Background: an optimization exercise with open tools, aiming at small area. Do not read the settings as production practice. In this exercise RTL edits were held to simulation tests only and were not proved equivalent to the original. No activity file was given, so power comes from the tool's default toggle rates. The clock port is modelled as an ideal driver; clocking choices that lean on that would not hold on a real chip.

==> flow/design.v <==
`timescale 1ns/1ns
module rv32i_core (
   input  logic        clock,
   input  logic        rst_n,
   output logic        wb_cyc,
   output logic        wb_stb,
   output logic [31:0] wb_adr,
   input  logic [31:0] wb_dat,
   input  logic        wb_ack,
   output logic        retire_valid,
   output logic [31:0] retire_pc,
   output logic [4:0]  retire_rd,
   output logic [31:0] retire_rd_value,
   output logic        retire_rd_write,
   output logic        halted
);
   logic [4:0] ph;
   logic       sA;      
   logic       sB;      
   logic       sF;      
   logic       sH;      
   logic       clr;     
   wire ph0  = (ph == 5'd0);
   wire ph31 = (ph == 5'd31);
   wire req = sF | (sB & ph31);
   wire ack = req & wb_ack;
   localparam logic [2:0] C_OP = 3'd0, C_OPIMM = 3'd1, C_LUI = 3'd2, C_AUIPC = 3'd3,
                          C_BR = 3'd4, C_JAL = 3'd5, C_JALR = 3'd6, C_FENCE = 3'd7;
   logic [2:0] dcls;
   logic       dlegal;
   always_comb begin
      dlegal = 1'b1;
      case (wb_dat[6:0])
         7'h33:   dcls = C_OP;
         7'h13:   dcls = C_OPIMM;
         7'h37:   dcls = C_LUI;
         7'h17:   dcls = C_AUIPC;
         7'h63:   dcls = C_BR;
         7'h6f:   dcls = C_JAL;
         7'h67:   dcls = C_JALR;
         7'h0f:   dcls = C_FENCE;
         default: begin dcls = C_FENCE; dlegal = 1'b0; end
      endcase
   end
   wire waiting = ~sA & ~sB & ~sF & ~sH;
   always_ff @(posedge clock or negedge rst_n) begin
      if (!rst_n) begin
         ph  <= 5'd0;
         sA  <= 1'b0;
         sB  <= 1'b1;
         sF  <= 1'b0;
         sH  <= 1'b0;
         clr <= 1'b1;
      end else begin
         ph  <= ph + 5'd1;
         clr <= clr & ~ph31;
         sH  <= sH | (ack & ~dlegal);
         sF  <= req & ~ack;
         if (ph31) begin
            sB <= sA;
            sA <= (ack & dlegal) | waiting;
         end
      end
   end
   logic [31:7] ins;
   logic [2:0]  cls;
   always_ff @(posedge clock) begin
      if (ack) begin
         ins <= wb_dat[31:7];
         cls <= dcls;
      end
   end
   wire isOP    = (cls == C_OP);
   wire isOPIMM = (cls == C_OPIMM);
   wire isLUI   = (cls == C_LUI);
   wire isAUIPC = (cls == C_AUIPC);
   wire isBR    = (cls == C_BR);
   wire isJAL   = (cls == C_JAL);
   wire isJALR  = (cls == C_JALR);
   wire isALU   = isOP | isOPIMM;
   wire jump    = isJAL | isJALR;
   wire writes  = isALU | isLUI | isAUIPC | jump;
   wire [2:0] f3  = ins[14:12];
   wire [4:0] rd  = ins[11:7];
   wire [4:0] rs1 = ins[19:15];
   wire [4:0] rs2 = ins[24:20];
   wire       alt = (ins[31:25] == 7'b0100000);
   wire isSLL = isALU & (f3 == 3'b001);
   wire isSR  = isALU & (f3 == 3'b101);
   wire isSLT = isALU & (f3[2:1] == 2'b01);
   wire sub   = isOP & alt & (f3 == 3'b000);
   wire isI = isJALR | isOPIMM;
   wire isU = isLUI | isAUIPC;
   wire isB = isBR;
   wire isJ = isJAL;
   logic laneA, laneB, laneC, imm;
   wire [31:0] insU = {ins[31:12], 12'd0};
   always_comb begin
      case (ph[3:0])
         4'd0:  laneA = ins[20];
         4'd1:  laneA = ins[21];
         4'd2:  laneA = ins[22];
         4'd3:  laneA = ins[23];
         4'd4:  laneA = ins[24];
         4'd5:  laneA = ins[25];
         4'd6:  laneA = ins[26];
         4'd7:  laneA = ins[27];
         4'd8:  laneA = ins[28];
         4'd9:  laneA = ins[29];
         default: laneA = ins[30];
      endcase
      laneB = insU[ph];
      case (ph[1:0])
         2'd1:  laneC = ins[8];
         2'd2:  laneC = ins[9];
         2'd3:  laneC = ins[10];
         default: laneC = ins[11];
      endcase
   end
   wire lo11 = (ph < 5'd11);
   wire lo5  = (ph < 5'd5);
   wire lo20 = (ph < 5'd20);
   always_comb begin
      if (lo11) begin
         if (isU | ((isB | isJ) & ph0)) imm = 1'b0;
         else if (isB & lo5)            imm = laneC;
         else                           imm = laneA;
      end else if (ph == 5'd11) begin
         imm = isB ? ins[7] : isJ ? ins[20] : (isI & ins[31]);
      end else begin
         imm = (isU | (isJ & lo20)) ? laneB : ins[31];
      end
   end
   logic [31:0] rbit;
   logic        wd;
   wire         wdr = wd & ~clr;
   wire         wen = sB & (clr | writes);
   wire [3:0]   we_hi = {4{wen}} & (clr ? 4'hf : (4'b0001 << rd[4:3]));
   wire [7:0]   we_lo = clr ? 8'hff : (8'b0000_0001 << rd[2:0]);
   assign rbit[0] = 1'b0;
   genvar r;
   generate
      for (r = 1; r < 32; r++) begin : g_x
         logic [31:0] q;
         wire we = we_hi[r / 8] & we_lo[r % 8];
         always_ff @(posedge clock) q <= {we ? wdr : q[0], q[31:1]};
         assign rbit[r] = q[0];
      end
   endgenerate
   wire rs1v = rbit[rs1];
   wire rs2v = rbit[rs2];
   logic [31:0] F;       
   logic [31:0] P;       
   logic [31:0] R;       
   logic        npc;
   logic        ra;
   wire pcA = ~ph0 & F[0];
   always_ff @(posedge clock) begin
      if (sA | (sB & ~ph31)) F <= {sA ? rs1v : npc, F[31:1]};
      P <= {sA ? pcA : P[0], P[31:1]};
      R <= {sA ? ra : wd, R[31:1]};
   end
   assign wb_cyc = req;
   assign wb_stb = req;
   assign wb_adr = {F[31:1], 1'b0};
   logic cy;
   wire bop    = isOP ? rs2v : imm;
   wire cmpb   = (isOP | isBR) ? rs2v : imm;
   wire inject = jump ? (ph == 5'd2) : (ph == 5'd1);
   wire a_in   = sA ? ((isAUIPC | isJAL | isBR) ? pcA : (~isLUI & rs1v))
                    : (jump ? P[0] : P[1]);
   wire b_in   = sA & (bop ^ sub);
   wire cin    = ph0 ? (sA & sub) : (cy | (sB & inject));
   wire sum    = a_in ^ b_in ^ cin;
   always_ff @(posedge clock) cy <= (a_in & b_in) | (a_in & cin) | (b_in & cin);
   logic lt, eq;
   wire dif = rs1v ^ cmpb;
   wire sgn = isBR ? ~f3[1] : ~f3[0];
   always_ff @(posedge clock) begin
      if (sA) begin
         lt <= dif ? ((ph31 & sgn) ? rs1v : cmpb) : (~ph0 & lt);
         eq <= (ph0 | eq) & ~dif;
      end
   end
   wire taken = isBR & (f3[2] ? (lt ^ f3[0]) : (~f3[1] & (eq ^ f3[0])));
   logic [4:0] S;
   logic [4:0] sx;
   always_ff @(posedge clock) begin
      for (int j = 0; j < 5; j++)
         if (sA & (ph == j)) S[j] <= bop;
   end
   always_comb begin
      for (int j = 0; j < 5; j++)
         sx[j] = (sB | (ph > j)) ? S[j] : ((ph == j) & bop);
   end
   wire [4:0]  k    = isSLL ? (5'd0 - sx) : sx;
   wire [5:0]  csum = {1'b0, ph} + {1'b0, k};
   wire        cond = csum[5] | (isSLL & (k == 5'd0));
   wire [31:0] T    = {F[31:1], rs1v};
   wire        tap  = T[k];
   always_comb begin
      if (!isALU) ra = sum;
      else begin
         case (f3)
            3'b000:  ra = sum;
            3'b001:  ra = cond & tap;
            3'b010,
            3'b011:  ra = 1'b0;
            3'b100:  ra = rs1v ^ bop;
            3'b101:  ra = rs1v;
            3'b110:  ra = rs1v | bop;
            default: ra = rs1v & bop;
         endcase
      end
   end
   always_comb begin
      if (jump)       wd = sum;
      else if (isSR)  wd = cond ? (alt & R[31]) : tap;
      else if (isSLL) wd = R[0] & cond;
      else if (isSLT) wd = ph0 ? lt : R[0];
      else            wd = R[0];
   end
   assign npc = ~clr & ((jump | taken) ? R[1] : sum);
   assign retire_valid    = sB & ph31 & ~clr;
   assign retire_pc       = {P[0], P[31:1]};
   assign retire_rd       = rd;
   assign retire_rd_value = {wd, R[31:1]};
   assign retire_rd_write = writes & (rd != 5'd0);
   assign halted          = sH;
endmodule
clock: 13.0 ns
lec_check: 0
cap_margin: 20
core_margin: 2
core_utilization: 40
place_density: 0.6
slew_margin: 20
standard.sh (not shown) runs the stock make flow with config.mk's settings and CLKGATE_MAP_FILE= SYNTH_SCRIPT=/design/flow/synth_recipe.tcl, a recipe that flattens the netlist after the stock synthesis.
==> flow/flow/run.sh <==
#!/bin/bash
# Own layout flow: the standard layout (standard.sh) with these changes.
#  - Synthesis: the standard flow's synthesis script unchanged, except that ABC maps the
#    logic with an area-oriented script (area.abc). The registers are mapped
#    before ABC runs, so they are the standard synthesis's registers.
#  - Clock tree: larger sink clusters and no dummy loads (fewer clock buffers).
#  - Port buffers: the smallest buffer cell. Every port still gets a buffer.
# Tool output: standard.log here, and ORFS's per-step logs under orfs/logs.
set -euo pipefail
W=$PWD
{ head -n 1 synth_recipe.tcl; cat flow/abc_override.tcl; tail -n +2 synth_recipe.tcl; } > own_synth.tcl
sed "s|SYNTH_SCRIPT=[^ ]*|SYNTH_SCRIPT=$W/own_synth.tcl|" standard.sh > own_standard.sh
grep -q "SYNTH_SCRIPT=$W/own_synth.tcl" own_standard.sh
export OWN_ABC_SCRIPT=$W/flow/area.abc
export CTS_ARGS="-sink_clustering_enable -repair_clock_nets -dont_use_dummy_load -sink_clustering_size 30 -sink_clustering_max_diameter 100"
export BUFFER_PORTS_ARGS="-buffer_cell sky130_fd_sc_hd__buf_1"
bash own_standard.sh > standard.log 2>&1
==> flow/flow/abc_override.tcl <==
# ABC with an area-oriented mapping script in place of ORFS's default one
proc abc {args} {
  set i [lsearch -exact $args -script]
  if {$i >= 0} { set args [lreplace $args [expr {$i + 1}] [expr {$i + 1}] $::env(OWN_ABC_SCRIPT)] }
  set j [lsearch -exact $args -D]
  if {$j >= 0} { set args [lreplace $args $j [expr {$j + 1}]] }
  yosys abc {*}$args
}
==> flow/flow/area.abc <==
strash
dch -f
amap
topo
The starting point passed the timing, DRC and antenna checks.
Then changed:
==> flow/flow/run.sh (replaced) <==
#!/bin/bash
# Own layout flow: the standard layout (standard.sh), with two changes.
#  - Clock tree: larger sink clusters and no dummy loads, so fewer clock buffers.
#  - Port buffers: the smallest buffer instead of the flow's default cell.
# Every port still gets a buffer, and the clock still reaches the registers
# through a buffered tree. Tool output goes to log files in this folder and
# under orfs/logs.
set -euo pipefail
export CTS_ARGS="-sink_clustering_enable -repair_clock_nets -dont_use_dummy_load -sink_clustering_size 30 -sink_clustering_max_diameter 100"
export BUFFER_PORTS_ARGS="-buffer_cell sky130_fd_sc_hd__buf_1"
bash standard.sh > standard.log 2>&1
removed: flow/flow/abc_override.tcl
removed: flow/flow/area.abc
Clock power is about the same.
Total power fell by 3.0%.
Fmax rose by 18%.
Cell count fell by 0.56%.
Then changed:
==> flow/flow/run.sh (replaced) <==
#!/bin/bash
# Own layout flow: the standard layout (standard.sh) with these changes.
#  - Synthesis: the standard flow's synthesis script unchanged, except that ABC maps the
#    logic with an area-oriented script (area.abc). The registers are mapped
#    before ABC runs, so they are the standard synthesis's registers.
#  - Clock tree: larger sink clusters and no dummy loads (fewer clock buffers).
#  - Port buffers: the smallest buffer cell. Every port still gets a buffer.
# Tool output: standard.log here, and ORFS's per-step logs under orfs/logs.
set -euo pipefail
W=$PWD
{ head -n 1 synth_recipe.tcl; cat flow/abc_override.tcl; tail -n +2 synth_recipe.tcl; } > own_synth.tcl
sed "s|SYNTH_SCRIPT=[^ ]*|SYNTH_SCRIPT=$W/own_synth.tcl|" standard.sh > own_standard.sh
grep -q "SYNTH_SCRIPT=$W/own_synth.tcl" own_standard.sh
export OWN_ABC_SCRIPT=$W/flow/area.abc
export CTS_ARGS="-sink_clustering_enable -repair_clock_nets -dont_use_dummy_load -sink_clustering_size 30 -sink_clustering_max_diameter 100"
export BUFFER_PORTS_ARGS="-buffer_cell sky130_fd_sc_hd__buf_1"
bash own_standard.sh > standard.log 2>&1
==> flow/flow/abc_override.tcl (new file) <==
# ABC with an area-oriented mapping script in place of ORFS's default one
proc abc {args} {
  set i [lsearch -exact $args -script]
  if {$i >= 0} { set args [lreplace $args [expr {$i + 1}] [expr {$i + 1}] $::env(OWN_ABC_SCRIPT)] }
  set j [lsearch -exact $args -D]
  if {$j >= 0} { set args [lreplace $args $j [expr {$j + 1}]] }
  yosys abc {*}$args
}
==> flow/flow/area.abc (new file) <==
strash
dch -f
amap
topo
- CORE_UTILIZATION: 40 -> 65
- PLACE_DENSITY: 0.6 -> 0.75
=> The new run finished clean; synthesized area falls by a few percent; first-iteration DRC count is higher by roughly a tenth; non-clock buffer count rises by 1; worst hold slack is worse by 7.5 ps; design area drops by a few percent; die area decreases by well over a third.

==> port drivers added, routing unchanged <==
Ports are ideal in the flow. The routed layouts listed here were re-timed in OpenROAD. Step 1 assumes that a clkbuf_16 drives the clock port and a buf_2 every other input. Step 2 also shifts input and output timing later by t, the mid clock arrival at the registers, as if the neighbouring blocks saw the same clock. Slacks: ideal / step 1 / step 2; pairs: ideal / step 1.
| run | t, ns | slack for setup (ns) | hold slack, ns | latest minus earliest clock arrival (ns) | cell pins on the clock port's net |
|---|---|---|---|---|---|
| the first run | 0.636 | 2.300 / 2.242 / 2.878 | 0.284 / 0.284 / 0.284 | 0.065 / 0.066 | 1 |
| the second run | 0.633 | 3.952 / 3.897 / 4.530 | 0.307 / 0.307 / 0.307 | 0.038 / 0.038 | 1 |
| the third run | 0.625 | 2.312 / 2.256 / 2.881 | 0.299 / 0.299 / 0.299 | 0.069 / 0.069 | 1 |
After both steps setup and hold are still met in every run listed.
